Source: an optimization exercise on an open RTL-to-GDS flow (aim: a short achievable clock period and few clock cycles). Production flows keep margins and buffers that such runs may drop.
No functional check of the RTL was part of any run shown here.
Power figures rest on the tool's default switching activity, not on a simulated workload.

===== design.v =====
`timescale 1ns/100ps
`default_nettype none
package cpu_isa_pkg;
	localparam int xlen     = 32;
	localparam int imm_w    = 16;  
	localparam int target_w = 26;  
	typedef logic [xlen-1:0] word_t;
	typedef logic [4:0]      reg_addr_t;
	typedef logic [5:0]      opcode_t;
	typedef logic [5:0]      funct_t;
	localparam opcode_t op_special = 6'h00;
	localparam opcode_t op_j       = 6'h02;
	localparam opcode_t op_jal     = 6'h03;
	localparam opcode_t op_beq     = 6'h04;
	localparam opcode_t op_bne     = 6'h05;
	localparam opcode_t op_addiu   = 6'h09;
	localparam opcode_t op_slti    = 6'h0a;
	localparam opcode_t op_sltiu   = 6'h0b;
	localparam opcode_t op_andi    = 6'h0c;
	localparam opcode_t op_ori     = 6'h0d;
	localparam opcode_t op_xori    = 6'h0e;
	localparam opcode_t op_lui     = 6'h0f;
	localparam opcode_t op_lw      = 6'h23;
	localparam opcode_t op_sw      = 6'h2b;
	localparam funct_t fn_jr   = 6'h08;
	localparam funct_t fn_jalr = 6'h09;
	localparam funct_t fn_addu = 6'h21;
	localparam funct_t fn_subu = 6'h23;
	localparam funct_t fn_and  = 6'h24;
	localparam funct_t fn_or   = 6'h25;
	localparam funct_t fn_xor  = 6'h26;
	localparam funct_t fn_nor  = 6'h27;
	localparam funct_t fn_slt  = 6'h2a;
	localparam funct_t fn_sltu = 6'h2b;
	typedef enum logic [2:0] {
		alu_add, alu_sub, alu_and, alu_or, alu_xor, alu_nor, alu_slt, alu_sltu
	} alu_op_t;
	localparam reg_addr_t link_reg = 5'd31;  
	localparam word_t     reset_pc = 32'h0000_0000;
	localparam word_t     pc_step  = 32'd4;
endpackage
`default_nettype wire
`timescale 1ns/100ps
`default_nettype none
package cpu_bus_pkg;
	typedef enum logic [8:0] {
		st_init  = 9'b0_0000_0001,
		st_if    = 9'b0_0000_0010,
		st_iw    = 9'b0_0000_0100,
		st_id    = 9'b0_0000_1000,
		st_ex    = 9'b0_0001_0000,
		st_store = 9'b0_0010_0000,
		st_load  = 9'b0_0100_0000,
		st_rdw   = 9'b0_1000_0000,
		st_wb    = 9'b1_0000_0000
	} cpu_state_t;
	typedef struct packed {
		logic [31:0] addr;
		logic [31:0] wdata;
		logic [3:0]         wstrb;
		logic               read;
		logic               write;
	} mem_req_t;
	typedef struct packed {
		logic                   wen;
		logic [4:0] waddr;
		logic [31:0]     wdata;
		logic [31:0]     pc;
	} retire_t;
	typedef struct packed {
		logic [2:0] alu_op;
		logic use_imm;    
		logic zero_ext;   
		logic is_lui;
		logic is_load;
		logic is_store;
		logic is_branch;
		logic branch_ne;  
		logic is_jump;
		logic jump_reg;   
		logic link;
		logic writes_rd;
		logic writes_rt;
	} ctrl_t;
endpackage
`default_nettype wire
`timescale 1ns/100ps
`default_nettype none
module cpu_core (
	input  logic                  clk,
	input  logic                  rst,
	output cpu_isa_pkg::word_t    pc,
	output logic                  inst_req_valid,
	input  logic                  inst_req_ready,
	input  cpu_isa_pkg::word_t    instruction,
	input  logic                  inst_valid,
	output logic                  inst_ready,
	output cpu_bus_pkg::mem_req_t mem_req,
	input  logic                  mem_req_ready,
	input  cpu_isa_pkg::word_t    read_data,
	input  logic                  read_data_valid,
	output logic                  read_data_ready,
	output cpu_bus_pkg::retire_t  retire
);
	logic [31:0] f_pc;
	logic        f_req;
	logic        rp;           
	logic [31:0] rp_tgt;
	logic [31:0] fq_pc   [2];
	logic [31:0] fq_ins  [2];
	logic [1:0]  fq_kill;
	logic [1:0]  fq_has;
	logic        fq_head, fq_tail, fq_rsp;
	logic [1:0]  fq_cnt;
	logic        ir_valid;
	logic [31:0] ir;
	logic [31:0] ir_pc;
	logic        d_done;
	logic        e_valid;
	logic [31:0] e_pc;
	logic        e_wen;
	logic [4:0]  e_waddr;
	logic [31:0] e_a, e_b, e_imm;
	logic [1:0]  e_fa, e_fb;    
	logic        e_use_imm, e_sub;
	logic        e_s_add, e_s_slt, e_s_sltu, e_s_and, e_s_or, e_s_xor, e_s_nor, e_s_imm;
	logic        e_load, e_store, e_br, e_bne, e_pred;
	logic [31:0] e_alt;
	logic        e_done;
	logic        m_valid, m_wen, m_load;
	logic [4:0]  m_waddr;
	logic [31:0] m_res, m_pc;
	logic        mq_read, mq_write;
	logic [31:0] mq_addr, mq_wdata;
	logic        l_valid, l_wen, l_load, l_have;
	logic [4:0]  l_waddr;
	logic [31:0] l_res, l_pc;
	logic        w_wen;
	logic [4:0]  w_waddr;
	logic [31:0] w_wdata, w_pc;
	logic [31:0] rf [32];
	logic hold;
	assign hold = ((mq_read | mq_write) & ~mem_req_ready) | (l_valid & l_load & ~l_have & ~read_data_valid);
	logic [5:0]  op, fn;
	logic [4:0]  rs, rt, rd;
	logic [15:0] imm;
	logic        is_r, is_jr, is_jalr, is_j, is_jal, is_beq, is_bne, is_alui, is_lui, is_lw, is_sw;
	logic        r_alu;
	logic        d_wen;
	logic [4:0]  d_waddr;
	logic        use_rs, use_rt, need_rs_d;
	assign op  = ir[31:26];
	assign fn  = ir[5:0];
	assign rs  = ir[25:21];
	assign rt  = ir[20:16];
	assign rd  = ir[15:11];
	assign imm = ir[15:0];
	assign is_r    = (op == 6'h00);
	assign is_jr   = is_r & (fn == 6'h08);
	assign is_jalr = is_r & (fn == 6'h09);
	assign r_alu   = is_r & ((fn == 6'h21) | (fn == 6'h23) | (fn == 6'h24) | (fn == 6'h25) |
	                         (fn == 6'h26) | (fn == 6'h27) | (fn == 6'h2a) | (fn == 6'h2b));
	assign is_j    = (op == 6'h02);
	assign is_jal  = (op == 6'h03);
	assign is_beq  = (op == 6'h04);
	assign is_bne  = (op == 6'h05);
	assign is_alui = (op == 6'h09) | (op == 6'h0a) | (op == 6'h0b) | (op == 6'h0c) | (op == 6'h0d) | (op == 6'h0e);
	assign is_lui  = (op == 6'h0f);
	assign is_lw   = (op == 6'h23);
	assign is_sw   = (op == 6'h2b);
	assign d_wen   = r_alu | is_jalr | is_jal | is_alui | is_lui | is_lw;
	assign d_waddr = is_jal ? 5'd31 : ((r_alu | is_jalr) ? rd : rt);
	assign use_rs  = r_alu | is_jr | is_jalr | is_beq | is_bne | is_alui | is_lw | is_sw;
	assign use_rt  = r_alu | is_beq | is_bne | is_sw;
	assign need_rs_d = is_jr | is_jalr;  
	logic hs_e, hs_m, hs_l, hs_w, ht_e, ht_m, ht_l, ht_w;
	assign hs_e = e_valid & e_wen & (e_waddr == rs) & (rs != 5'd0);
	assign hs_m = m_valid & m_wen & (m_waddr == rs) & (rs != 5'd0);
	assign hs_l = l_valid & l_wen & (l_waddr == rs) & (rs != 5'd0);
	assign hs_w = w_wen & (w_waddr == rs) & (rs != 5'd0);
	assign ht_e = e_valid & e_wen & (e_waddr == rt) & (rt != 5'd0);
	assign ht_m = m_valid & m_wen & (m_waddr == rt) & (rt != 5'd0);
	assign ht_l = l_valid & l_wen & (l_waddr == rt) & (rt != 5'd0);
	assign ht_w = w_wen & (w_waddr == rt) & (rt != 5'd0);
	logic [31:0] rs_val, rt_val;
	always_comb begin
		if (rs == 5'd0)   rs_val = '0;
		else if (hs_m)    rs_val = m_res;
		else if (hs_l)    rs_val = l_res;
		else if (hs_w)    rs_val = w_wdata;
		else              rs_val = rf[rs];
		if (rt == 5'd0)   rt_val = '0;
		else if (ht_m)    rt_val = m_res;
		else if (ht_l)    rt_val = l_res;
		else if (ht_w)    rt_val = w_wdata;
		else              rt_val = rf[rt];
	end
	logic [1:0] d_fa, d_fb;
	assign d_fa = {~hs_e & ~hs_m & hs_l & l_load, hs_e};
	assign d_fb = {~ht_e & ~ht_m & ht_l & l_load, ht_e};
	logic d_stall;
	always_comb begin
		d_stall = 1'b0;
		if (use_rs & ((hs_e & e_load) | (~hs_e & hs_m & m_load)))
			d_stall = 1'b1;
		if (use_rt & ((ht_e & e_load) | (~ht_e & ht_m & m_load)))
			d_stall = 1'b1;
		if (need_rs_d & (hs_e | (~hs_m & hs_l & l_load) | (hs_m & m_load)))
			d_stall = 1'b1;
	end
	logic [31:0] pc4, pc8, br_tgt, j_tgt, d_tgt;
	logic        d_pred, d_redir_cond, d_redir;
	logic        e_redir;
	assign pc4    = ir_pc + 32'd4;
	assign pc8    = ir_pc + 32'd8;
	assign br_tgt = pc4 + {{14{imm[15]}}, imm, 2'b00};
	assign j_tgt  = {pc4[31:28], ir[25:0], 2'b00};
	assign d_pred = (is_beq | is_bne) & imm[15];
	assign d_redir_cond = is_j | is_jal | is_jr | is_jalr | d_pred;
	assign d_tgt  = (is_jr | is_jalr) ? rs_val : (d_pred ? br_tgt : j_tgt);
	assign d_redir = ir_valid & d_redir_cond & ~d_stall & ~d_done & ~e_redir;
	logic d_adv;
	assign d_adv = ir_valid & ~d_stall & ~hold & ~e_redir;
	logic [31:0] ea, eb, ebop, sum, e_res;
	logic        lt_s, lt_u, eq, taken;
	logic [32:0] sum33;
	assign ea   = e_fa[0] ? m_res : (e_fa[1] ? w_wdata : e_a);
	assign eb   = e_fb[0] ? m_res : (e_fb[1] ? w_wdata : e_b);
	assign ebop = e_use_imm ? e_imm : eb;
	assign sum33 = {1'b0, ea} + {1'b0, ebop ^ {32{e_sub}}} + {32'd0, e_sub};
	assign sum  = sum33[31:0];
	assign lt_u = ~sum33[32];
	assign lt_s = (ea[31] ^ ebop[31]) ? ea[31] : sum[31];
	assign e_res = ({32{e_s_add}}  & sum) |
	               ({32{e_s_slt}}  & {31'd0, lt_s}) |
	               ({32{e_s_sltu}} & {31'd0, lt_u}) |
	               ({32{e_s_and}}  & (ea & ebop)) |
	               ({32{e_s_or}}   & (ea | ebop)) |
	               ({32{e_s_xor}}  & (ea ^ ebop)) |
	               ({32{e_s_nor}}  & ~(ea | ebop)) |
	               ({32{e_s_imm}}  & e_imm);
	assign eq    = (ea == eb);
	assign taken = e_bne ? ~eq : eq;
	assign e_redir = e_valid & e_br & (taken ^ e_pred) & ~e_done;
	logic        kill_now;
	logic [31:0] tgt;
	logic        acc, kill_new;
	logic        head_ready, ir_keep, ir_free, pop, load_ir;
	logic [1:0]  cnt_next;
	assign kill_now = e_redir | d_redir;
	assign tgt      = e_redir ? e_alt : d_tgt;
	assign acc      = f_req & inst_req_ready;
	assign kill_new = kill_now | rp;
	assign head_ready = (fq_cnt != 2'd0) & (fq_has[fq_head] | inst_valid);
	assign ir_keep    = ir_valid & ~d_adv & ~e_redir;
	assign ir_free    = ~ir_keep;
	assign pop        = head_ready & (ir_free | fq_kill[fq_head]);
	assign load_ir    = pop & ~fq_kill[fq_head] & ~kill_now;
	assign cnt_next   = fq_cnt + {1'b0, acc} - {1'b0, pop};
	always_ff @(posedge clk) begin
		if (rst) begin
			f_pc   <= '0;
			f_req  <= 1'b0;
			rp     <= 1'b0;
			fq_cnt <= '0;
			fq_head <= 1'b0;
			fq_tail <= 1'b0;
			fq_rsp  <= 1'b0;
		end else begin
			if (kill_now) begin
				if (acc | ~f_req) begin
					f_pc <= tgt;
					rp   <= 1'b0;
				end else begin
					rp     <= 1'b1;
					rp_tgt <= tgt;
				end
			end else if (rp) begin
				if (acc | ~f_req) begin
					f_pc <= rp_tgt;
					rp   <= 1'b0;
				end
			end else if (acc) begin
				f_pc <= f_pc + 32'd4;
			end
			f_req  <= (cnt_next != 2'd2);
			fq_cnt <= cnt_next;
			if (acc)
				fq_tail <= ~fq_tail;
			if (inst_valid)
				fq_rsp <= ~fq_rsp;
			if (pop)
				fq_head <= ~fq_head;
		end
	end
	always_ff @(posedge clk) begin
		if (kill_now)
			fq_kill <= 2'b11;
		if (acc) begin
			fq_pc[fq_tail]   <= f_pc;
			fq_kill[fq_tail] <= kill_new;
		end
		if (inst_valid)
			fq_ins[fq_rsp] <= instruction;
		if (rst)
			fq_has <= 2'b00;
		else begin
			if (pop)
				fq_has[fq_head] <= 1'b0;
			if (inst_valid & ~(pop & (fq_rsp == fq_head)))
				fq_has[fq_rsp] <= 1'b1;
		end
	end
	always_ff @(posedge clk) begin
		if (rst) begin
			ir_valid <= 1'b0;
			d_done   <= 1'b0;
		end else begin
			ir_valid <= ir_keep | load_ir;
			d_done   <= ir_keep & (d_done | d_redir);
		end
		if (load_ir) begin
			ir    <= fq_has[fq_head] ? fq_ins[fq_head] : instruction;
			ir_pc <= fq_pc[fq_head];
		end
	end
	always_ff @(posedge clk) begin
		if (rst) begin
			e_valid <= 1'b0;
			e_done  <= 1'b0;
		end else if (hold) begin
			e_done <= e_done | e_redir;
		end else begin
			e_valid <= d_adv;
			e_done  <= 1'b0;
		end
		if (hold) begin
			e_a  <= ea;
			e_b  <= eb;
			e_fa <= 2'b00;
			e_fb <= 2'b00;
		end else begin
			e_pc    <= ir_pc;
			e_wen   <= d_wen;
			e_waddr <= d_waddr;
			e_a     <= rs_val;
			e_b     <= rt_val;
			e_fa    <= d_fa;
			e_fb    <= d_fb;
			e_imm   <= is_lui ? {imm, 16'h0000} :
			           (is_jal | is_jalr) ? pc8 :
			           ((op == 6'h0c) | (op == 6'h0d) | (op == 6'h0e)) ? {16'h0000, imm} :
			           {{16{imm[15]}}, imm};
			e_use_imm <= is_alui | is_lw | is_sw;
			e_sub     <= (r_alu & ((fn == 6'h23) | (fn == 6'h2a) | (fn == 6'h2b))) | (op == 6'h0a) | (op == 6'h0b);
			e_s_add   <= (r_alu & ((fn == 6'h21) | (fn == 6'h23))) | (op == 6'h09) | is_lw | is_sw;
			e_s_slt   <= (r_alu & (fn == 6'h2a)) | (op == 6'h0a);
			e_s_sltu  <= (r_alu & (fn == 6'h2b)) | (op == 6'h0b);
			e_s_and   <= (r_alu & (fn == 6'h24)) | (op == 6'h0c);
			e_s_or    <= (r_alu & (fn == 6'h25)) | (op == 6'h0d);
			e_s_xor   <= (r_alu & (fn == 6'h26)) | (op == 6'h0e);
			e_s_nor   <= (r_alu & (fn == 6'h27));
			e_s_imm   <= is_lui | is_jal | is_jalr;
			e_load    <= is_lw;
			e_store   <= is_sw;
			e_br      <= is_beq | is_bne;
			e_bne     <= is_bne;
			e_pred    <= d_pred;
			e_alt     <= d_pred ? pc4 : br_tgt;
		end
	end
	always_ff @(posedge clk) begin
		if (rst) begin
			m_valid  <= 1'b0;
			mq_read  <= 1'b0;
			mq_write <= 1'b0;
		end else if (hold) begin
			if (mem_req_ready) begin
				mq_read  <= 1'b0;
				mq_write <= 1'b0;
			end
		end else begin
			m_valid  <= e_valid;
			mq_read  <= e_valid & e_load;
			mq_write <= e_valid & e_store;
		end
		if (!hold) begin
			m_wen    <= e_wen;
			m_waddr  <= e_waddr;
			m_load   <= e_load;
			m_res    <= e_res;
			m_pc     <= e_pc;
			mq_addr  <= {sum[31:2], 2'b00};
			mq_wdata <= eb;
		end
	end
	assign mem_req = {mq_addr, mq_wdata, {4{mq_write}}, mq_read, mq_write};
	always_ff @(posedge clk) begin
		if (rst) begin
			l_valid <= 1'b0;
			l_have  <= 1'b0;
			w_wen   <= 1'b0;
		end else if (hold) begin
			w_wen <= 1'b0;
			if (l_load & read_data_valid)
				l_have <= 1'b1;
		end else begin
			l_valid <= m_valid;
			l_have  <= 1'b0;
			w_wen   <= l_valid & l_wen;
		end
		if (!hold) begin
			l_wen   <= m_wen;
			l_waddr <= m_waddr;
			l_load  <= m_load;
			l_res   <= m_res;
			l_pc    <= m_pc;
			w_waddr <= l_waddr;
			w_wdata <= (l_load & ~l_have) ? read_data : l_res;
			w_pc    <= l_pc;
		end else if (l_load & ~l_have & read_data_valid) begin
			l_res <= read_data;
		end
	end
	always_ff @(posedge clk) begin
		if (w_wen && (w_waddr != 5'd0))
			rf[w_waddr] <= w_wdata;
	end
	assign retire          = {w_wen, w_waddr, w_wdata, w_pc};
	assign pc              = f_pc;
	assign inst_req_valid  = f_req;
	assign inst_ready      = 1'b1;
	assign read_data_ready = 1'b1;
endmodule
`default_nettype wire

===== run.sh =====
#!/bin/bash
# synth_recipe.tcl (not shown) runs the flow's synth.tcl, then flattens the netlist and writes it again
# the make line also repeats each setting of config.mk as NAME=value (left out here)
make -C /OpenROAD-flow-scripts/flow DESIGN_CONFIG=/design/flow/config.mk WORK_HOME=/design/flow/orfs CLKGATE_MAP_FILE= SYNTH_SCRIPT=/design/flow/synth_recipe.tcl finish

===== config.mk =====
export PLATFORM = sky130hd
export DESIGN_NAME = cpu_core
export DESIGN_NICKNAME = cpu_core
export VERILOG_FILES = /design/flow/design.v
export SDC_FILE = /design/flow/constraint.sdc
export NUM_CORES = 4
export LEC_CHECK = 0
export CAP_MARGIN = 20
export CORE_MARGIN = 2
export CORE_UTILIZATION = 40
export SLEW_MARGIN = 20

===== constraint.sdc =====
create_clock -name core_clock -period 10.0 [get_ports {clk}]
set_input_delay 2.0000 -clock core_clock [delete_from_list [all_inputs] [get_ports {clk}]]
set_output_delay 2.0000 -clock core_clock [all_outputs]
set_load 0.01 [all_outputs]

==> results_dict.tcl, run 1 <==
set metrics [dict create \
    place_hpwl_mm 184 \
    fp.dieH_um 468 \
    crit_path_frequent_cell "buf_4" \
    multiInputGateArea_um2 32600 \
    status "complete, no violations" \
    postCtsSetupBuffers 0 \
    seqCellArea_um2 51800 \
    timing.slew.headroom 0.183 \
    fillers 18600 \
    yosysWarnings 1 \
    drc 0 \
    power.density_nw_per_um2 332 \
    post-place-ws_ns 4.34 \
    cts_tree "yes" \
    post_drt_wl_per_cell_um 31.9 \
    vias_per_cell 6.21 \
    crit_buf_inv 2 \
    grt_setup_unrepaired "false" \
    yosysSeqAreaShare 0.601 \
    syn_inst 5779 \
    syn_area_per_cell_um2 14.9 \
    core_um2 214000 \
    drive_gt1_frac 0.197 \
    cp-end-kind "flop" \
    nNetsFinal 6212 \
    die_w_um 468 \
    worst_slack_ns 4.09 \
    crit_end "rp_tgt[19]" \
    portBuffers 240 \
    grt_pass1_vias 54500 \
    drtIter0Drc 7487 \
    synth-main-ff-cell "edfxtp_1" \
    worstMarginPinSlew_ns 1.23 \
    maxSlewViolCount 0 \
    regMostFlops "rf" \
    hold_viol_final 0 \
    finClkSkew_ns 0.0911 \
    min_path_type "reg -> reg" \
    fin_area_um2 98500 \
    root_buffer "clkbuf_16" \
    dr.pass1.iters 6 \
    placed_area_um2 92300 \
    whs_ns 0.416 \
    cap_viol_max_count 0 \
    ctsResizeCount 0 \
    cp.depth 11 \
    critical_path_class "reg -> reg" \
    ys_types 102 \
    clock_path_buffers 3 \
    startpoint "e_fb[1]" \
    largest_reg_flops 1024 \
    min_path_cells 0 \
    antenna_found_initial 11 \
    syn_to_final_growth_pct 14.3 \
    cts-htree-levels 4 \
    r2r_slack_ns 4.09 \
    slowest_stage "nor4_1" \
    ios 245 \
    finalSetupTns_ns 0 \
    arrival_ns 6.41 \
    gp_congestion 0.937 \
    setup_viol 0 \
    cts_buffers 192 \
    grt_max_degree 145 \
    final_common_cell "edfxtp_1" \
    power_w 0.0327 \
    initial_core_util 0.402 \
    insertion_delay_ns 0.89 \
    fin_crit_sh 0.591 \
    vias 56000 \
    grt_pass1_wl_mm 405 \
    worstRegToRegCells 11 \
    r2r_end "rp_tgt[19]" \
    hold_buffers 0 \
    ant_nets 0 \
    synth_async_sr_flop_share 0 \
    rows 170 \
    vdd_drop_max_v 0.000237 \
    clock_sinks 1768 \
    r2r-start "e_fb[1]" \
    layout_common_cells "1636 x edfxtp_1, 518 x mux4_2, 446 x nand2_1, 326 x mux2i_1, 276 x nor2_1" \
    die_area_um2 219000 \
    crit_required_ns 10.50 \
    leakagePower_nw 34.0 \
    finalCriticalPeriod_ns 5.91 \
    clk_pin_slew_ns 0.06 \
    gr-total-overflow 0 \
    cp_slowest_stage_delay_ns 1.00 \
    synth_area_um2 86200 \
    fmax_mhz 169 \
    critPathMaxFanout 41 \
    startpoint_type "flop" \
    ys_ff_latch 1768 \
    path_cells "mux2_2 > mux2i_1 > xor2_1 > nor4_1 > and4_1 > nand4_1 > nand2_2 > buf_4 > nor2_2 > nor3_2 > buf_4" \
    grt_usage 0.258 \
    crit_family "simple AND/OR/NAND/NOR gates" \
    routed_wl_mm 288 \
    synth_edf_count 1636 \
]
Yosys cell counts, types with 18 or more instances:
cell type / instances / area share
dfxtp_1: 132 / 0.031
a21oi_1: 214 / 0.012
a31oi_1: 20 / 0.0015
o21a_1: 33 / 0.0029
inv_1: 143 / 0.0062
xnor2_1: 163 / 0.017
buf_1: 58 / 0.0025
nand3_1: 103 / 0.0060
mux2i_1: 327 / 0.038
nand2_1: 448 / 0.020
a211oi_1: 47 / 0.0041
o21ai_0: 204 / 0.012
a22oi_1: 62 / 0.0054
nor2_1: 310 / 0.014
a21o_1: 46 / 0.0040
nand4_1: 37 / 0.0027
xor2_1: 83 / 0.0084
o22ai_1: 75 / 0.0054
mux2_2: 125 / 0.016
and3_1: 18 / 0.0013
ha_1: 128 / 0.019
nor4_1: 21 / 0.0015
clkbuf_1: 255 / 0.011
buf_4: 40 / 0.0035
edfxtp_1: 1636 / 0.57
a222oi_1: 31 / 0.0036
a221oi_1: 88 / 0.0089
nor3_1: 37 / 0.0021
buf_2: 43 / 0.0025
and2_1: 23 / 0.0017
o211ai_1: 37 / 0.0032
mux4_2: 518 / 0.14
per-stage QoR:
stage,util,cells
after floorplan,-,5813
after global placement,0.430,8655
after detailed placement,0.430,8656
after CTS,0.459,9011
after global routing,0.460,9012
final,0.460,9016
report_power, final:
group	switching (W)	internal, W	leakage [nW]
Sequential	0.00108	0.0101	17.0
Clock	0.00309	0.00396	3.01
Combinational	0.00876	0.00575	14.0
Total	0.0129	0.0198	34.0
routing by layer:
layer / routed length, µm / vias up / track usage / part of all wire
met1: 120000 / 29200 / 0.367 / 0.42
met5: 43 / - / 0 / 0.00015
met2: 131000 / 2931 / 0.393 / 0.45
met3: 27000 / 435 / 0.0528 / 0.094
met4: 10600 / 8 / 0.0910 / 0.037
li1: - / 23400 / - / -
worst min-delay path by stage:
stage / from / end / slack [ns]
floorplan: m_pc[0] / l_pc[0] / 0.40
global placement: l_pc[30] / w_pc[30] / 0.40
detailed placement: m_pc[13] / l_pc[13] / 0.40
CTS: l_pc[10] / w_pc[10] / 0.42
global route: m_pc[25] / l_pc[25] / 0.42
finish: m_pc[25] / l_pc[25] / 0.42
area by class of cell:
cell class | count | area share
Sequential cell | 1768 | 0.526
Multi-Input combinational cell | 3496 | 0.331
Clock buffer | 238 | 0.0515
Timing Repair Buffer | 409 | 0.0386
Tap cell | 2838 | 0.0360
Clock inverter | 117 | 0.0116
Inverter | 145 | 0.00561
Antenna cell | 5 | 0.000127
kinds of logic (layout without fill, tap and decap cells):
group,count (synthesis),after routing,synth area share
multiplexers,989,989,0.193
flip-flops,1768,1768,0.601
other,2,41,0.0000871
buffers and inverters,549,909,0.0270
AO/OA/AOI/OAI,1005,1005,0.0788
adder cells (fa/ha/maj),130,130,0.0190
AND/OR/NAND/NOR,1090,1090,0.0563
XOR/XNOR,246,246,0.0250
==> run 2: changes to the inputs <==
--- a/design.v
+++ b/design.v
@@ -109,6 +109,7 @@
 	logic [31:0] fq_pc   [2];
 	logic [31:0] fq_ins  [2];
 	logic [1:0]  fq_kill;
+	logic [1:0]  fq_pt;        
 	logic [1:0]  fq_has;
 	logic        fq_head, fq_tail, fq_rsp;
 	logic [1:0]  fq_cnt;
@@ -116,6 +117,10 @@
 	logic [31:0] ir;
 	logic [31:0] ir_pc;
 	logic        d_done;
+	logic        ir_pt;
+	logic [15:0] bt_v;
+	logic [25:0] bt_tag [16];
+	logic [29:0] bt_tgt [16];
 	logic        e_valid;
 	logic [31:0] e_pc;
 	logic        e_wen;
@@ -215,9 +220,10 @@
 	assign pc8    = ir_pc + 32'd8;
 	assign br_tgt = pc4 + {{14{imm[15]}}, imm, 2'b00};
 	assign j_tgt  = {pc4[31:28], ir[25:0], 2'b00};
-	assign d_pred = (is_beq | is_bne) & imm[15];
-	assign d_redir_cond = is_j | is_jal | is_jr | is_jalr | d_pred;
-	assign d_tgt  = (is_jr | is_jalr) ? rs_val : (d_pred ? br_tgt : j_tgt);
+	assign d_pred = (is_beq | is_bne) & (imm[15] | ir_pt);
+	assign d_redir_cond = ir_pt ? ~(is_j | is_jal | is_beq | is_bne)
+	                            : (is_j | is_jal | is_jr | is_jalr | d_pred);
+	assign d_tgt  = (is_jr | is_jalr) ? rs_val : ((is_beq | is_bne) ? br_tgt : ((is_j | is_jal) ? j_tgt : pc4));
 	assign d_redir = ir_valid & d_redir_cond & ~d_stall & ~d_done & ~e_redir;
 	logic d_adv;
 	assign d_adv = ir_valid & ~d_stall & ~hold & ~e_redir;
@@ -250,6 +256,10 @@
 	assign kill_now = e_redir | d_redir;
 	assign tgt      = e_redir ? e_alt : d_tgt;
 	assign acc      = f_req & inst_req_ready;
+	logic [3:0]  bt_i;
+	logic        bt_hit;
+	assign bt_i   = f_pc[5:2];
+	assign bt_hit = bt_v[bt_i] & (bt_tag[bt_i] == f_pc[31:6]);
 	assign kill_new = kill_now | rp;
 	assign head_ready = (fq_cnt != 2'd0) & (fq_has[fq_head] | inst_valid);
 	assign ir_keep    = ir_valid & ~d_adv & ~e_redir;
@@ -281,7 +291,7 @@
 					rp   <= 1'b0;
 				end
 			end else if (acc) begin
-				f_pc <= f_pc + 32'd4;
+				f_pc <= bt_hit ? {bt_tgt[bt_i], 2'b00} : f_pc + 32'd4;
 			end
 			f_req  <= (cnt_next != 2'd2);
 			fq_cnt <= cnt_next;
@@ -299,6 +309,7 @@
 		if (acc) begin
 			fq_pc[fq_tail]   <= f_pc;
 			fq_kill[fq_tail] <= kill_new;
+			fq_pt[fq_tail]   <= bt_hit;
 		end
 		if (inst_valid)
 			fq_ins[fq_rsp] <= instruction;
@@ -312,6 +323,16 @@
 		end
 	end
 	always_ff @(posedge clk) begin
+		if (rst)
+			bt_v <= '0;
+		else if (d_redir & ~ir_pt & (is_j | is_jal | is_beq | is_bne))
+			bt_v[ir_pc[5:2]] <= 1'b1;
+		if (d_redir & ~ir_pt & (is_j | is_jal | is_beq | is_bne)) begin
+			bt_tag[ir_pc[5:2]] <= ir_pc[31:6];
+			bt_tgt[ir_pc[5:2]] <= d_tgt[31:2];
+		end
+	end
+	always_ff @(posedge clk) begin
 		if (rst) begin
 			ir_valid <= 1'b0;
 			d_done   <= 1'b0;
@@ -322,6 +343,7 @@
 		if (load_ir) begin
 			ir    <= fq_has[fq_head] ? fq_ins[fq_head] : instruction;
 			ir_pc <= fq_pc[fq_head];
+			ir_pt <= fq_pt[fq_head];
 		end
 	end
 	always_ff @(posedge clk) begin
--- a/config.mk
+++ b/config.mk
@@ -8,4 +8,5 @@
 export CAP_MARGIN = 20
 export CORE_MARGIN = 2
 export CORE_UTILIZATION = 40
+export SETUP_SLACK_MARGIN = 5
 export SLEW_MARGIN = 20
==> run 2 against run 1 <==
  * First-iteration DRC count increased by 49%
  * Non-clock buffer count up 185
  * Largest cell class unchanged
  * Still clean on timing, DRC and antenna
  * Sequential share of layout area is 3.3 points higher
  * Sequential power is about 40% higher
  * Critical endpoint is now rp_tgt[11]
  * Cell count up 35%
  * Clock skew is 0.041 ns lower
  * Largest power group unchanged
  * Synthesized area up 42%
  * Hold slack worse by 0.0090 ns
==> results_dict.tcl, run 2 <==
set metrics [dict create \
    status "complete, no violations" \
    grt_setup_unrepaired "true" \
    hold_viol_final 0 \
    fmax_mhz 198 \
    drtIter0Drc 11100 \
    crit_family "simple AND/OR/NAND/NOR gates" \
    synth_async_sr_flop_share 0 \
    maxSlewViolCount 0 \
    synth_common_cells "2535 x edfxtp_1, 735 x mux4_2, 507 x nand2_1, 438 x mux2i_1, 332 x nor2_1" \
    synth_top_area_cell "edfxtp_1" \
    grt_pass1_wl_mm 581 \
    drc 0 \
    final_common_cell "edfxtp_1" \
    finClkSkew_ns 0.0499 \
    finalCriticalPeriod_ns 5.05 \
    gr-total-overflow 0 \
    cap_viol_max_count 0 \
    dr.pass1.iters 7 \
    gp_congestion 0.964 \
    layout_common_cells "2535 x edfxtp_1, 735 x mux4_2, 496 x nand2_1, 407 x mux2i_1, 297 x clkbuf_16" \
    vdd_drop_max_v 0.000239 \
    antenna_found_initial 32 \
    drive_gt1_frac 0.232 \
    fin_crit_sh 0.505 \
    crit_required_ns 10.63 \
    portBuffers 240 \
    vias_per_cell 6.29 \
    grt_pass1_vias 73600 \
    setup_viol 0 \
    insertion_delay_ns 0.91 \
    cts_buffers 290 \
    synthTopCellsByArea "edfxtp_1 62%, mux4_2 14%, mux2i_1 3.6%, dfxtp_1 2.5%, nand2_1 1.6%" \
    rows 202 \
    muxShareOfSynthArea 0.187 \
    clock_path_buffers 4 \
    clk_pin_slew_ns 0.06 \
    fin_area_um2 142000 \
    clock_sinks 2687 \
    syn_to_final_growth_pct 16.1 \
    grt_usage 0.266 \
    yosysSeqAreaShare 0.648 \
    timing.slew.headroom 0.221 \
    worstMarginPinSlew_ns 1.14 \
    yosysWarnings 1 \
    critPathMaxFanout 35 \
    die_w_um 557 \
    ios 245 \
    fillers 25700 \
    post_drt_wl_per_cell_um 34.7 \
    synthAdderAreaFrac 0.0141 \
    cts_tree "yes" \
    power.density_nw_per_um2 316 \
    power_w 0.0449 \
    syn_area_per_cell_um2 16.3 \
    cts-htree-levels 5 \
    ys_ff_latch 2687 \
    synth_top_area_share 0.623 \
    ant_nets 0 \
    ys_types 89 \
    whs_ns 0.407 \
    grt_max_degree 175 \
    largest_reg_flops 1024 \
    path_cells "or4_1 > o211ai_1 > or2_1 > buf_6 > nand2_2 > nor2_1 > o211ai_1 > nand2_1 > o2bb2a_1 > o31ai_4 > buf_12 > buf_12 > mux2_1" \
    root_buffer "clkbuf_16" \
    finalSetupTns_ns 0 \
    crit_buf_inv 3 \
    routed_wl_mm 422 \
    leakagePower_nw 47.7 \
    synth_compound_area_frac 0.0612 \
    synth_xor_xnor_area_share 0.0204 \
    nNetsFinal 8115 \
    startpoint_type "flop" \
    placed_area_um2 130000 \
    arrival_ns 5.68 \
    vias 76300 \
    cp_slowest_stage_delay_ns 0.62 \
    die_area_um2 310000 \
    critical_path_class "reg -> reg" \
    synth-simple-area-share 0.0465 \
    hold_buffers 0 \
    cp-end-kind "flop" \
    slowest_stage "or4_1" \
    synth_area_um2 122000 \
    regMostFlops "rf" \
    core_um2 303000 \
    synth_top_family_by_area "multiplexers" \
    synth_edf_count 2535 \
    syn_inst 7488 \
    synth-main-ff-cell "edfxtp_1" \
    min_path_type "reg -> reg" \
    place_hpwl_mm 268 \
    initial_core_util 0.403 \
    fp.dieH_um 557 \
    synthMostInstantiatedCell "edfxtp_1" \
]
-- run 2: changes by cell type after synthesis, moves of 43 or more --
cell      previous run  this run
mux2i_1            327       438
a21oi_1            214       161
edfxtp_1          1636      2535
mux2_1               2        45
nand2_1            448       507
mux4_2             518       735
o21ai_0            204       269
buf_2               43        93
clkbuf_1           255       308
-- run 2: cell families (layout without fill, tap and decap cells) --
group / Yosys count / count (layout)
adders and majority gates: 136 / 136
buffers and inverters: 667 / 1288
muxes: 1342 / 1342
other: 2 / 53
DFF: 2687 / 2687
and+or+nand+nor: 1263 / 1264
xor gates and xnor gates: 284 / 284
AOI/OAI and AO/OA: 1107 / 1107
-- run 2: stage by stage --
stage          setup slack [ns]   util  std cells
4_1_cts                    4.99  0.464      12100
5_1_grt                    4.93  0.467      12100
3_5_place_dp               3.02  0.429      11500
6_report                   4.95  0.467      12100
2_1_floorplan              4.03      -       7522
3_3_place_gp               3.08  0.429      11500
-- run 2: repair_timing --
item | 4_1_cts | 5_1_grt
pin swaps | 12 | 19
resized for setup | 138 | 137
endpoints found under the setup margin | 1418 | 913
gates cloned | 2 | 3
buffers inserted | 46 | 37
-- run 2: worst reg2reg max path, stage by stage, from the launching register on --
cell	delay, ns
edfxtp_1	0.57
or4_1	0.63
o211ai_1	0.50
or2_1	0.20
buf_6	0.43
nand2_2	0.36
nor2_1	0.48
o211ai_1	0.30
nand2_1	0.14
o2bb2a_1	0.45
o31ai_4	0.14
buf_12	0.17
buf_12	0.15
mux2_1	0.29
-- run 2: power by group --
part / internal (W) / switching, W
Combinational: 0.00707 / 0.0114
Sequential: 0.0145 / 0.00120
Clock: 0.00618 / 0.00457
-- run 2: final cells by class --
type	count	area [µm²]	share of cell area
multi-input combinational	4169	41800	0.295
tap	3978	4980	0.0351
antenna	17	42.5	0.000300
timing repair buffer	594	5710	0.0403
clock inverter	170	1700	0.0120
clock buffer	357	7690	0.0543
sequential	2687	79200	0.559
inverter	167	652	0.00460
-- run 2: final timing paths --
| check | start | end | slack, ns | cells after the start |
|---|---|---|---|---|
| setup / recovery | ir[23] | rp_tgt[11] | 4.95 | 13 |
| hold / removal | e_pc[14] | m_pc[14] | 0.41 | 0 |
| setup reg to reg | ir[23] | rp_tgt[11] | 4.95 | 13 |
| hold reg to reg | e_pc[14] | m_pc[14] | 0.41 | 0 |
-- run 2: routing by layer --
layer  global-route usage  share of wire
met1                0.367           0.40
met2                0.399           0.45
met3               0.0657           0.11
met4                0.113          0.049
met5                    0        0.00013
==> run 3: changes to the inputs <==
--- a/design.v
+++ b/design.v
@@ -107,6 +107,7 @@
 	logic        rp;           
 	logic [31:0] rp_tgt;
 	logic [31:0] fq_pc   [2];
+	logic [31:0] fq_pc4  [2];
 	logic [31:0] fq_ins  [2];
 	logic [1:0]  fq_kill;
 	logic [1:0]  fq_pt;        
@@ -116,6 +117,7 @@
 	logic        ir_valid;
 	logic [31:0] ir;
 	logic [31:0] ir_pc;
+	logic [31:0] ir_pc4;
 	logic        d_done;
 	logic        ir_pt;
 	logic [15:0] bt_v;
@@ -135,17 +137,21 @@
 	logic        m_valid, m_wen, m_load;
 	logic [4:0]  m_waddr;
 	logic [31:0] m_res, m_pc;
-	logic        mq_read, mq_write;
-	logic [31:0] mq_addr, mq_wdata;
-	logic        l_valid, l_wen, l_load, l_have;
+	logic        q0_rd, q0_wr, q1_rd, q1_wr;
+	logic [31:0] q0_addr, q0_wdata, q1_addr, q1_wdata;
+	logic        l_valid, l_wen, l_load;
 	logic [4:0]  l_waddr;
 	logic [31:0] l_res, l_pc;
 	logic        w_wen;
+	logic        w_wait;       
+	logic [31:0] ld_buf [2];
+	logic        ld_head, ld_tail;
+	logic [1:0]  ld_cnt;
 	logic [4:0]  w_waddr;
 	logic [31:0] w_wdata, w_pc;
 	logic [31:0] rf [32];
-	logic hold;
-	assign hold = ((mq_read | mq_write) & ~mem_req_ready) | (l_valid & l_load & ~l_have & ~read_data_valid);
+	logic frz;
+	assign frz = w_wait | ((q0_rd | q0_wr) & (q1_rd | q1_wr));
 	logic [5:0]  op, fn;
 	logic [4:0]  rs, rt, rd;
 	logic [15:0] imm;
@@ -212,21 +218,23 @@
 			d_stall = 1'b1;
 		if (need_rs_d & (hs_e | (~hs_m & hs_l & l_load) | (hs_m & m_load)))
 			d_stall = 1'b1;
+		if ((is_beq | is_bne) & (d_fa[1] | d_fb[1]))
+			d_stall = 1'b1;
 	end
 	logic [31:0] pc4, pc8, br_tgt, j_tgt, d_tgt;
 	logic        d_pred, d_redir_cond, d_redir;
 	logic        e_redir;
-	assign pc4    = ir_pc + 32'd4;
-	assign pc8    = ir_pc + 32'd8;
+	assign pc4    = ir_pc4;
+	assign pc8    = ir_pc4 + 32'd4;
 	assign br_tgt = pc4 + {{14{imm[15]}}, imm, 2'b00};
 	assign j_tgt  = {pc4[31:28], ir[25:0], 2'b00};
 	assign d_pred = (is_beq | is_bne) & (imm[15] | ir_pt);
 	assign d_redir_cond = ir_pt ? ~(is_j | is_jal | is_beq | is_bne)
 	                            : (is_j | is_jal | is_jr | is_jalr | d_pred);
 	assign d_tgt  = (is_jr | is_jalr) ? rs_val : ((is_beq | is_bne) ? br_tgt : ((is_j | is_jal) ? j_tgt : pc4));
-	assign d_redir = ir_valid & d_redir_cond & ~d_stall & ~d_done & ~e_redir;
+	assign d_redir = ir_valid & d_redir_cond & ~d_stall & ~d_done;
 	logic d_adv;
-	assign d_adv = ir_valid & ~d_stall & ~hold & ~e_redir;
+	assign d_adv = ir_valid & ~d_stall & ~frz & ~e_redir;
 	logic [31:0] ea, eb, ebop, sum, e_res;
 	logic        lt_s, lt_u, eq, taken;
 	logic [32:0] sum33;
@@ -245,12 +253,14 @@
 	               ({32{e_s_xor}}  & (ea ^ ebop)) |
 	               ({32{e_s_nor}}  & ~(ea | ebop)) |
 	               ({32{e_s_imm}}  & e_imm);
-	assign eq    = (ea == eb);
+	assign eq    = e_fa[0] ? (e_fb[0] | (m_res == e_b)) : (e_fb[0] ? (e_a == m_res) : (e_a == e_b));
 	assign taken = e_bne ? ~eq : eq;
 	assign e_redir = e_valid & e_br & (taken ^ e_pred) & ~e_done;
 	logic        kill_now;
 	logic [31:0] tgt;
 	logic        acc, kill_new;
+	logic [31:0] f_pc4;
+	assign f_pc4 = f_pc + 32'd4;
 	logic        head_ready, ir_keep, ir_free, pop, load_ir;
 	logic [1:0]  cnt_next;
 	assign kill_now = e_redir | d_redir;
@@ -278,21 +288,19 @@
 			fq_rsp  <= 1'b0;
 		end else begin
 			if (kill_now) begin
-				if (acc | ~f_req) begin
+				rp <= ~(acc | ~f_req);
+				if (acc | ~f_req)
 					f_pc <= tgt;
-					rp   <= 1'b0;
-				end else begin
-					rp     <= 1'b1;
-					rp_tgt <= tgt;
-				end
 			end else if (rp) begin
 				if (acc | ~f_req) begin
 					f_pc <= rp_tgt;
 					rp   <= 1'b0;
 				end
 			end else if (acc) begin
-				f_pc <= bt_hit ? {bt_tgt[bt_i], 2'b00} : f_pc + 32'd4;
+				f_pc <= bt_hit ? {bt_tgt[bt_i], 2'b00} : f_pc4;
 			end
+			if (!rp | kill_now)
+				rp_tgt <= tgt;
 			f_req  <= (cnt_next != 2'd2);
 			fq_cnt <= cnt_next;
 			if (acc)
@@ -308,6 +316,7 @@
 			fq_kill <= 2'b11;
 		if (acc) begin
 			fq_pc[fq_tail]   <= f_pc;
+			fq_pc4[fq_tail]  <= f_pc4;
 			fq_kill[fq_tail] <= kill_new;
 			fq_pt[fq_tail]   <= bt_hit;
 		end
@@ -322,14 +331,25 @@
 				fq_has[fq_rsp] <= 1'b1;
 		end
 	end
+	logic        bw_en;
+	logic [29:0] bw_pc;
+	logic [29:0] bw_tgt;
+	always_ff @(posedge clk) begin
+		if (rst)
+			bw_en <= 1'b0;
+		else
+			bw_en <= d_redir & ~ir_pt & (is_j | is_jal | is_beq | is_bne);
+		bw_pc  <= ir_pc[31:2];
+		bw_tgt <= (is_beq | is_bne) ? br_tgt[31:2] : j_tgt[31:2];
+	end
 	always_ff @(posedge clk) begin
 		if (rst)
 			bt_v <= '0;
-		else if (d_redir & ~ir_pt & (is_j | is_jal | is_beq | is_bne))
-			bt_v[ir_pc[5:2]] <= 1'b1;
-		if (d_redir & ~ir_pt & (is_j | is_jal | is_beq | is_bne)) begin
-			bt_tag[ir_pc[5:2]] <= ir_pc[31:6];
-			bt_tgt[ir_pc[5:2]] <= d_tgt[31:2];
+		else if (bw_en)
+			bt_v[bw_pc[3:0]] <= 1'b1;
+		if (bw_en) begin
+			bt_tag[bw_pc[3:0]] <= bw_pc[29:4];
+			bt_tgt[bw_pc[3:0]] <= bw_tgt;
 		end
 	end
 	always_ff @(posedge clk) begin
@@ -343,6 +363,7 @@
 		if (load_ir) begin
 			ir    <= fq_has[fq_head] ? fq_ins[fq_head] : instruction;
 			ir_pc <= fq_pc[fq_head];
+			ir_pc4 <= fq_pc4[fq_head];
 			ir_pt <= fq_pt[fq_head];
 		end
 	end
@@ -350,18 +371,13 @@
 		if (rst) begin
 			e_valid <= 1'b0;
 			e_done  <= 1'b0;
-		end else if (hold) begin
+		end else if (frz) begin
 			e_done <= e_done | e_redir;
 		end else begin
 			e_valid <= d_adv;
 			e_done  <= 1'b0;
 		end
-		if (hold) begin
-			e_a  <= ea;
-			e_b  <= eb;
-			e_fa <= 2'b00;
-			e_fb <= 2'b00;
-		end else begin
+		if (!frz) begin
 			e_pc    <= ir_pc;
 			e_wen   <= d_wen;
 			e_waddr <= d_waddr;
@@ -392,56 +408,111 @@
 		end
 	end
 	always_ff @(posedge clk) begin
-		if (rst) begin
-			m_valid  <= 1'b0;
-			mq_read  <= 1'b0;
-			mq_write <= 1'b0;
-		end else if (hold) begin
-			if (mem_req_ready) begin
-				mq_read  <= 1'b0;
-				mq_write <= 1'b0;
-			end
-		end else begin
-			m_valid  <= e_valid;
-			mq_read  <= e_valid & e_load;
-			mq_write <= e_valid & e_store;
-		end
-		if (!hold) begin
+		if (rst)
+			m_valid <= 1'b0;
+		else if (!frz)
+			m_valid <= e_valid;
+		if (!frz) begin
 			m_wen    <= e_wen;
 			m_waddr  <= e_waddr;
 			m_load   <= e_load;
 			m_res    <= e_res;
 			m_pc     <= e_pc;
-			mq_addr  <= {sum[31:2], 2'b00};
-			mq_wdata <= eb;
 		end
 	end
-	assign mem_req = {mq_addr, mq_wdata, {4{mq_write}}, mq_read, mq_write};
+	logic        q_push, q_pop, q0_v, q1_v;
+	logic [31:0] n_addr;
+	assign q0_v   = q0_rd | q0_wr;
+	assign q1_v   = q1_rd | q1_wr;
+	assign q_push = ~frz & e_valid & (e_load | e_store);
+	assign q_pop  = q0_v & mem_req_ready;
+	assign n_addr = {sum[31:2], 2'b00};
+	always_ff @(posedge clk) begin
+		if (rst) begin
+			q0_rd <= 1'b0;
+			q0_wr <= 1'b0;
+			q1_rd <= 1'b0;
+			q1_wr <= 1'b0;
+		end else begin
+			if (q_pop) begin
+				if (q1_v) begin
+					q0_rd <= q1_rd;
+					q0_wr <= q1_wr;
+					q1_rd <= q_push & e_load;
+					q1_wr <= q_push & e_store;
+				end else begin
+					q0_rd <= q_push & e_load;
+					q0_wr <= q_push & e_store;
+				end
+			end else if (q_push) begin
+				if (q0_v) begin
+					q1_rd <= e_load;
+					q1_wr <= e_store;
+				end else begin
+					q0_rd <= e_load;
+					q0_wr <= e_store;
+				end
+			end
+		end
+		if (q_pop & q1_v) begin
+			q0_addr  <= q1_addr;
+			q0_wdata <= q1_wdata;
+		end else if (~q0_v | q_pop) begin
+			q0_addr  <= n_addr;
+			q0_wdata <= eb;
+		end
+		if (~q1_v | q_pop) begin
+			q1_addr  <= n_addr;
+			q1_wdata <= eb;
+		end
+	end
+	assign mem_req = {q0_addr, q0_wdata, {4{q0_wr}}, q0_rd, q0_wr};
+	logic        d_avail, d_take;
+	logic [31:0] d_val;
+	assign d_avail = (ld_cnt != 2'd0) | read_data_valid;
+	assign d_val   = (ld_cnt != 2'd0) ? ld_buf[ld_head] : read_data;
+	assign d_take  = frz ? (w_wait & d_avail) : (l_valid & l_load & d_avail);
+	always_ff @(posedge clk) begin
+		if (rst) begin
+			ld_cnt  <= '0;
+			ld_head <= 1'b0;
+			ld_tail <= 1'b0;
+		end else begin
+			if (read_data_valid & ~(d_take & (ld_cnt == 2'd0))) begin
+				ld_tail <= ~ld_tail;
+			end
+			if (d_take & (ld_cnt != 2'd0))
+				ld_head <= ~ld_head;
+			ld_cnt <= ld_cnt + {1'b0, read_data_valid & ~(d_take & (ld_cnt == 2'd0))}
+			                 - {1'b0, d_take & (ld_cnt != 2'd0)};
+		end
+		if (read_data_valid)
+			ld_buf[ld_tail] <= read_data;
+	end
 	always_ff @(posedge clk) begin
 		if (rst) begin
 			l_valid <= 1'b0;
-			l_have  <= 1'b0;
 			w_wen   <= 1'b0;
-		end else if (hold) begin
-			w_wen <= 1'b0;
-			if (l_load & read_data_valid)
-				l_have <= 1'b1;
+			w_wait  <= 1'b0;
+		end else if (frz) begin
+			w_wen  <= w_wait & d_avail;
+			w_wait <= w_wait & ~d_avail;
 		end else begin
 			l_valid <= m_valid;
-			l_have  <= 1'b0;
-			w_wen   <= l_valid & l_wen;
+			w_wen   <= l_valid & l_wen & (~l_load | d_avail);
+			w_wait  <= l_valid & l_load & ~d_avail;
 		end
-		if (!hold) begin
+		if (!frz) begin
 			l_wen   <= m_wen;
 			l_waddr <= m_waddr;
 			l_load  <= m_load;
 			l_res   <= m_res;
 			l_pc    <= m_pc;
 			w_waddr <= l_waddr;
-			w_wdata <= (l_load & ~l_have) ? read_data : l_res;
+			w_wdata <= l_load ? d_val : l_res;
 			w_pc    <= l_pc;
-		end else if (l_load & ~l_have & read_data_valid) begin
-			l_res <= read_data;
+		end else if (w_wait) begin
+			w_wdata <= d_val;
 		end
 	end
 	always_ff @(posedge clk) begin
==> flow/run.sh (new file) <==
#!/bin/bash
# Standard layout (the standard.sh), with timing repair aimed below the 10 ns
# constraint so that the achieved period shrinks. The SDC is not changed.
set -euo pipefail
MARGIN=$(cat flow/margin.txt)
TNS=$(cat flow/tns.txt)
bash standard.sh SETUP_SLACK_MARGIN=$MARGIN TNS_END_PERCENT=$TNS finish > standard_make.log 2>&1
==> flow/margin.txt (new file) <==
7
==> flow/tns.txt (new file) <==
10
==> standard.sh (new file) <==
#!/bin/bash
# synth_recipe.tcl (not shown) runs the flow's synth.tcl, then flattens the netlist and writes it again
# the make line also repeats each setting of config.mk as NAME=value (left out here)
make -C /OpenROAD-flow-scripts/flow DESIGN_CONFIG=/design/flow/config.mk WORK_HOME=/design/flow/orfs CLKGATE_MAP_FILE= SYNTH_SCRIPT=/design/flow/synth_recipe.tcl "${@:-finish}"
--- a/config.mk
+++ b/config.mk
@@ -8,5 +8,4 @@
 export CAP_MARGIN = 20
 export CORE_MARGIN = 2
 export CORE_UTILIZATION = 40
-export SETUP_SLACK_MARGIN = 5
 export SLEW_MARGIN = 20
removed: run.sh
==> run 3 against run 2 <==
  * Sequential power grew 15%
  * Final area grew 14%
  * Critical path type unchanged
  * First-iteration DRC count shrank 4.2%
  * Combinational power grew 24%
  * Sequential share of layout area shrank 1.4 points
  * Still clean on timing, DRC and antenna
  * Hold slack lost 0.042 ns
  * Synthesized cell count grew 7.2%
  * Non-clock buffer count grew 419
  * Critical path depth grew 8
  * Cell count grew 11%
==> results_dict.tcl, run 3 <==
set metrics [dict create \
    crit_required_ns 10.67 \
    syn_inst 8029 \
    clock_path_buffers 4 \
    root_buffer "clkbuf_16" \
    place_hpwl_mm 262 \
    cap_viol_max_count 0 \
    drc 0 \
    synthAdderAreaFrac 0.0130 \
    synth_compound_area_frac 0.0605 \
    rows 210 \
    vias 83100 \
    antenna_found_initial 68 \
    critical_path_class "reg -> reg" \
    die_w_um 579 \
    ys_types 99 \
    finalSetupTns_ns 0 \
    placed_area_um2 140000 \
    muxShareOfSynthArea 0.175 \
    portBuffers 240 \
    ys_ff_latch 2971 \
    ios 245 \
    timing.slew.headroom 0.256 \
    hold_buffers 0 \
    cts-htree-levels 5 \
    slowest_stage "edfxtp_1" \
    path_cells "buf_12 > mux2i_4 > nor2_2 > a21oi_2 > nor2_1 > a21oi_2 > xnor2_2 > inv_1 > fa_2 > nor2b_2 > o21ai_2 > a21boi_2 > o32ai_4 > or3_4 > o31a_1 > o221a_4 > a21oi_4 > a31oi_4 > buf_4 > a221oi_2 > o21ai_1" \
    regMostFlops "rf" \
    core_um2 328000 \
    crit_buf_inv 3 \
    drtIter0Drc 10700 \
    clock_sinks 2971 \
    startpoint_type "flop" \
    grt_pass1_wl_mm 605 \
    syn_to_final_growth_pct 22.1 \
    cts_buffers 323 \
    grt_pass1_vias 79900 \
    post-place-ws_ns 3.67 \
    grt_usage 0.254 \
    dr.pass1.iters 9 \
    finClkSkew_ns 0.105 \
    fp.dieH_um 579 \
    cp_slowest_stage_delay_ns 0.42 \
    yosysWarnings 1 \
    crit_path_frequent_cell "a21oi_2" \
    yosysSeqAreaShare 0.664 \
    fin_crit_sh 0.451 \
    routed_wl_mm 452 \
    syn_area_per_cell_um2 16.4 \
    synth_edf_count 2819 \
    leakagePower_nw 55.5 \
    setup_viol 0 \
    post_drt_wl_per_cell_um 33.5 \
    ant_nets 0 \
    maxSlewViolCount 0 \
    synth_top_family_by_area "multiplexers" \
    synth_top_area_share 0.641 \
    cts_tree "yes" \
    fillers 27100 \
    arrival_ns 5.18 \
    power.density_nw_per_um2 329 \
    synthMostInstantiatedCell "edfxtp_1" \
    min_path_type "reg -> reg" \
    synth_area_um2 132000 \
    clk_pin_slew_ns 0.07 \
    cp-end-kind "flop" \
    worstMarginPinSlew_ns 1.10 \
    synth-simple-area-share 0.0462 \
    vdd_drop_max_v 0.000192 \
    final_common_cell "edfxtp_1" \
    grt_max_degree 124 \
    final_core_util 0.492 \
    critPathMaxFanout 7 \
    hold_viol_final 0 \
    synth_async_sr_flop_share 0 \
    worst_slack_ns 5.49 \
    synth_common_cells "2819 x edfxtp_1, 733 x mux4_2, 524 x mux2i_1, 449 x nand2_1, 447 x nor2_1" \
    drive_gt1_frac 0.291 \
    nNetsFinal 9087 \
    status "complete, no violations" \
    synthTopCellsByArea "edfxtp_1 64%, mux4_2 13%, mux2i_1 4.0%, dfxtp_1 2.3%, nand2_1 1.3%" \
    largest_reg_flops 1024 \
    whs_ns 0.365 \
    synth-main-ff-cell "edfxtp_1" \
    gp_congestion 0.939 \
    fmax_mhz 222 \
    insertion_delay_ns 0.94 \
    vias_per_cell 6.15 \
    initial_core_util 0.403 \
    crit_family "compound AO/OA/AOI/OAI gates" \
    layout_common_cells "2819 x edfxtp_1, 733 x mux4_2, 495 x mux2i_1, 492 x buf_4, 441 x nand2_1" \
    grt_setup_unrepaired "true" \
    die_area_um2 335000 \
    synth_top_area_cell "edfxtp_1" \
    finalCriticalPeriod_ns 4.51 \
    synth_xor_xnor_area_share 0.0186 \
    gr-total-overflow 0 \
    fin_area_um2 161000 \
]
==> run 3: cell families (layout without fill, tap and decap cells) <==
kind of cell / Yosys count / count (layout)
flip-flops: 2971 / 2971
multiplexers: 1374 / 1374
AND/OR/NAND/NOR: 1343 / 1345
AO/OA/AOI/OAI: 1229 / 1229
buffers and inverters: 694 / 1776
XOR/XNOR: 280 / 280
adder cells (fa/ha/maj): 136 / 136
other: 2 / 54
==> run 3: worst reg2reg max path, cell delays in order, from the launching register on <==
cell      delay, ns
edfxtp_1       0.42
buf_12         0.18
mux2i_4        0.24
nor2_2         0.05
a21oi_2        0.13
nor2_1         0.07
a21oi_2        0.22
xnor2_2        0.15
inv_1          0.08
fa_2           0.36
nor2b_2        0.13
o21ai_2        0.08
a21boi_2       0.26
o32ai_4        0.13
or3_4          0.35
o31a_1         0.33
o221a_4        0.27
a21oi_4        0.19
a31oi_4        0.13
buf_4          0.16
a221oi_2       0.23
o21ai_1        0.10
==> run 3: cell type report <==
type	count	area (µm²)	share of cell area
Sequential cell	2971	87900	0.545
Multi-Input combinational cell	4400	44500	0.276
Timing Repair Buffer	1013	12000	0.0743
Clock buffer	409	8720	0.0540
Tap cell	4346	5440	0.0337
Clock inverter	182	1910	0.0118
Inverter	164	661	0.00410
Timing Repair inverter	8	148	0.000916
Antenna cell	18	45.0	0.000279
==> run 3: what timing repair did <==
action | in CTS | in global routing
resized for setup | 484 | 738
gates cloned | 40 | 61
endpoints found under the hold margin | 0 | 0
endpoints found under the setup margin | 1973 | 2261
pin swaps | 84 | 62
setup buffers | 165 | 284
==> run 3: worst paths after layout <==
kind,from,to,slack (ns),cells after the start
worst max-delay path,e_fb[1],m_res[0],5.49,21
worst max register to register,e_fb[1],m_res[0],5.49,21
worst min-delay path,ir_pc[3],bw_pc[1],0.37,0
worst min register to register,ir_pc[3],bw_pc[1],0.37,0
==> run 3: metal layers <==
layer | global-route usage | vias up | part of all wire | wire length [µm]
li1 | - | 33900 | - | -
met2 | 0.411 | 4699 | 0.47 | 213000
met4 | 0.127 | 22 | 0.067 | 30200
met1 | 0.333 | 43400 | 0.37 | 168000
met3 | 0.0425 | 1084 | 0.091 | 41100
met5 | 0 | - | 0.00031 | 138
==> run 3: power by group <==
group	total [W]	leakage, nW	internal, W	switching [W]
clock	0.0121	5.18	0.00703	0.00507
combinational	0.0229	22.3	0.0102	0.0127
sequential	0.0181	28.1	0.0164	0.00169
==> run 3: through the flow <==
step                instances  total power (W)
floorplan                8063           0.0287
finish                  13500           0.0531
global route            13500           0.0547
detailed placement      12400           0.0358
CTS                     13100           0.0501
global placement        12300           0.0356
==> run 4: changes to the inputs <==
==> run.sh (new file) <==
#!/bin/bash
# synth_recipe.tcl (not shown) runs the flow's synth.tcl, then flattens the netlist and writes it again
# the make line also repeats each setting of config.mk as NAME=value (left out here)
make -C /OpenROAD-flow-scripts/flow DESIGN_CONFIG=/design/flow/config.mk WORK_HOME=/design/flow/orfs CLKGATE_MAP_FILE= SYNTH_SCRIPT=/design/flow/synth_recipe.tcl finish
--- a/config.mk
+++ b/config.mk
@@ -8,4 +8,6 @@
 export CAP_MARGIN = 20
 export CORE_MARGIN = 2
 export CORE_UTILIZATION = 40
+export SETUP_SLACK_MARGIN = 5
 export SLEW_MARGIN = 20
+export TNS_END_PERCENT = 10
removed: flow/run.sh
removed: flow/margin.txt
removed: flow/tns.txt
removed: standard.sh
==> run 4 against run 3 <==
  * Via count decreased by 5.2%
  * Final area down 6.2%
  * Core utilization is 3.1 points lower
  * Power shrank 9.7%
  * Count of clock-buffer cells in the layout stayed put
  * Synthesized cell count unchanged
  * Clock power about the same
  * Flip-flop and latch count did not move
  * Largest power group is now sequential cells
==> results_dict.tcl, run 4 <==
set metrics [dict create \
    combPwrFrac 0.368 \
    yosysSeqAreaShare 0.664 \
    yosysWarnings 1 \
    dr.pass1.iters 7 \
    setup_viol 0 \
    place_hpwl_mm 262 \
    cts_buffers 323 \
    fp.dieH_um 579 \
    layout.cells.non_filler 13000 \
    gp_congestion 0.939 \
    vias_per_cell 6.07 \
    post_drt_wl_per_cell_um 32.1 \
    root_buffer "clkbuf_16" \
    routed_wl_mm 417 \
    startpoint "ir[22]" \
    cp-end-kind "flop" \
    nNetsFinal 8556 \
    syn_to_final_growth_pct 14.6 \
    maxSlewViolCount 0 \
    synth_edf_count 2819 \
    synthMostInstantiatedCell "edfxtp_1" \
    insertion_delay_ns 0.94 \
    drc 0 \
    critical_path_class "reg -> reg" \
    startpoint_type "flop" \
    ys_types 99 \
    antenna_found_initial 59 \
    p_switching_w 0.0174 \
    hold_viol_final 0 \
    placedCellCount 12400 \
    crit_required_ns 10.85 \
    synth_top_area_share 0.641 \
    initial_core_util 0.403 \
    power_frac_seq 0.381 \
    r2r_slack_ns 4.79 \
    cp_slowest_stage_delay_ns 0.80 \
    vias 78800 \
    final_common_cell "edfxtp_1" \
    worstRegToRegCells 12 \
    min_path_type "reg -> reg" \
    timing.slew.headroom 0.178 \
    synth-main-ff-cell "edfxtp_1" \
    regMostFlops "rf" \
    clock_sinks 2971 \
    clk_pin_slew_ns 0.06 \
    crit_family "simple AND/OR/NAND/NOR gates" \
    fmax_mhz 192 \
    die_w_um 579 \
    synth_common_cells "2819 x edfxtp_1, 733 x mux4_2, 524 x mux2i_1, 449 x nand2_1, 447 x nor2_1" \
    grt_usage 0.244 \
    leakagePower_nw 50.8 \
    grt_setup_unrepaired "true" \
    slowest_stage "nor3_2" \
    status "complete, no violations" \
    finalSetupTns_ns 0 \
    path_cells "nor4_1 > nor2b_1 > buf_4 > or3_1 > nand4_1 > buf_4 > o22ai_1 > nor3_2 > a21oi_1 > o21ai_0 > a22oi_1 > a21oi_1" \
    crit_end "f_pc[14]" \
    power.internal_w 0.0305 \
    cts_tree "yes" \
    grt_pass1_vias 77700 \
    arrival_ns 6.06 \
    drive_gt1_frac 0.201 \
    r2r-start "ir[22]" \
    ant_nets 0 \
    netSwitchingFraction 0.364 \
    ios 245 \
    cap_viol_max_count 0 \
    fillers 28000 \
    die_area_um2 335000 \
    synth_area_um2 132000 \
    cts-htree-levels 5 \
    vdd_drop_max_v 0.000248 \
    grt_pass1_wl_mm 583 \
    layout_common_cells "2819 x edfxtp_1, 733 x mux4_2, 522 x mux2i_1, 447 x nand2_1, 397 x nor2_1" \
    r2r_end "f_pc[14]" \
    finClkSkew_ns 0.0977 \
    largest_reg_flops 1024 \
    finalCriticalPeriod_ns 5.21 \
    syn_inst 8029 \
    ys_ff_latch 2971 \
    pwr-share-clk 0.252 \
    syn_area_per_cell_um2 16.4 \
    cp.depth 12 \
    clock_path_buffers 4 \
    power.density_nw_per_um2 317 \
    grt_max_degree 140 \
    portBuffers 240 \
    worstMarginPinSlew_ns 1.23 \
    gr-total-overflow 0 \
    synth_async_sr_flop_share 0 \
    rows 210 \
    fin_crit_sh 0.521 \
    drtIter0Drc 9491 \
    core_um2 328000 \
    critPathMaxFanout 21 \
    synth_top_area_cell "edfxtp_1" \
    crit_buf_inv 2 \
    synthTopCellsByArea "edfxtp_1 64%, mux4_2 13%, mux2i_1 4.0%, dfxtp_1 2.3%, nand2_1 1.3%" \
]
## run 4: cell counts after synthesis
No cell type changed its count.
## run 4: cell type report
class | instances | area, µm² | share of cell area
clock inverters | 182 | 1910 | 0.0126
diodes | 14 | 35.0 | 0.000232
repair buffers | 489 | 4580 | 0.0303
well taps | 4346 | 5440 | 0.0359
clock buffers | 409 | 8720 | 0.0576
repair inverters | 1 | 8.76 | 0.0000579
multi-input cells | 4400 | 42200 | 0.279
flip-flops and latches | 2971 | 87800 | 0.580
inverters | 164 | 637 | 0.00421
## run 4: cell families after synthesis
logic type,after synthesis,share of synthesized area
DFF,2971,0.664
muxes,1374,0.175
and+or+nand+nor,1343,0.0462
AOI/OAI and AO/OA,1229,0.0605
buffers and inverters,694,0.0228
xor gates and xnor gates,280,0.0186
adders and majority gates,136,0.0130
other,2,0.0000569
## run 4: through the flow
stage,instance area [µm²],hold slack (ns),setup slack [ns],utilization,power [W]
2_1_floorplan,132000,0.343,3.42,-,0.0287
3_3_place_gp,140000,0.365,3.62,0.427,0.0356
3_5_place_dp,140000,0.359,3.67,0.427,0.0358
4_1_cts,151000,0.370,4.79,0.460,0.0480
5_1_grt,151000,0.382,4.84,0.461,0.0497
6_report,151000,0.368,4.79,0.461,0.0480
## run 4: power groups by stage
stage / sequential, W / clock [W] / combinational, W
4_1_cts: 0.0183 / 0.0122 / 0.0174
3_3_place_gp: 0.0186 / 0 / 0.0170
2_1_floorplan: 0.0177 / 0 / 0.0110
6_report: 0.0183 / 0.0121 / 0.0176
5_1_grt: 0.0184 / 0.0127 / 0.0186
3_5_place_dp: 0.0186 / 0 / 0.0173
## run 4: worst min-delay path by stage
stage / from / cells after the start / to
after global routing: ir_pc[3] / 0 / bw_pc[1]
after global placement: ir_pc[10] / 0 / bw_pc[8]
after floorplan: ir_pc[2] / 0 / bw_pc[0]
after CTS: ir_pc[10] / 0 / bw_pc[8]
final: ir_pc[3] / 0 / bw_pc[1]
after detailed placement: ir_pc[4] / 0 / bw_pc[2]
## run 4: what timing repair did
action | in CTS | in global routing
buffers inserted | 5 | 11
endpoints found under the setup margin | 219 | 146
gates resized for setup | 29 | 43
hold buffers | 0 | 0
cloned | 3 | 1
pin swaps | 3 | 2
## run 4: layer usage
metal	part of all wire	GRT usage	wire [µm]	up-vias
met4	0.053	0.114	22200	8
met5	0.00013	0	56	-
met3	0.079	0.0376	33000	823
li1	-	-	-	32800
met2	0.48	0.396	199000	3912
met1	0.39	0.323	163000	41300
## run 4: worst register-to-register path, cell delays in order, from the launching register on
cell	delay, ns
edfxtp_1	0.69
nor4_1	0.16
nor2b_1	0.20
buf_4	0.23
or3_1	0.63
nand4_1	0.20
buf_4	0.45
o22ai_1	0.56
nor3_2	0.81
a21oi_1	0.15
o21ai_0	0.74
a22oi_1	0.21
a21oi_1	0.18

## static timing again, ports no longer ideal
How much do the figures lean on ideal ports? The routed layouts below were timed once more, with nothing changed but the port constraints.
Step 1, drivers: a clkbuf_16 drives clk and a buf_2 each remaining input, both assumed.
Step 2 moves the port delays by t, midway between the first and last clock arrival at a register: inputs arrive t later, outputs are due t later. That takes back most of the time a late clock gives input paths.
a / b / c = ideal / step 1 / step 2; a / b = the first two.
run | t (ns) | setup WS [ns] | hold slack, ns | clock arrival spread, ns | pins driven straight from the clock port
run 1 | 0.928 | 4.087 / 4.087 / 4.087 | 0.416 / 0.416 / 0.416 | 0.096 / 0.095 | 1
run 2 | 0.984 | 4.947 / 4.947 / 4.250 | 0.407 / 0.407 / 0.407 | 0.052 / 0.053 | 1
run 3 | 0.987 | 5.490 / 5.490 / 5.335 | 0.365 / 0.365 / 0.365 | 0.111 / 0.111 | 1
run 4 | 0.987 | 4.789 / 4.789 / 4.789 | 0.368 / 0.368 / 0.368 | 0.106 / 0.106 | 1
After both steps every run listed still meets setup and hold. The setup slack of run 2, which loses most, moves by 0.000 ns with the drivers and by -0.697 ns with both steps.
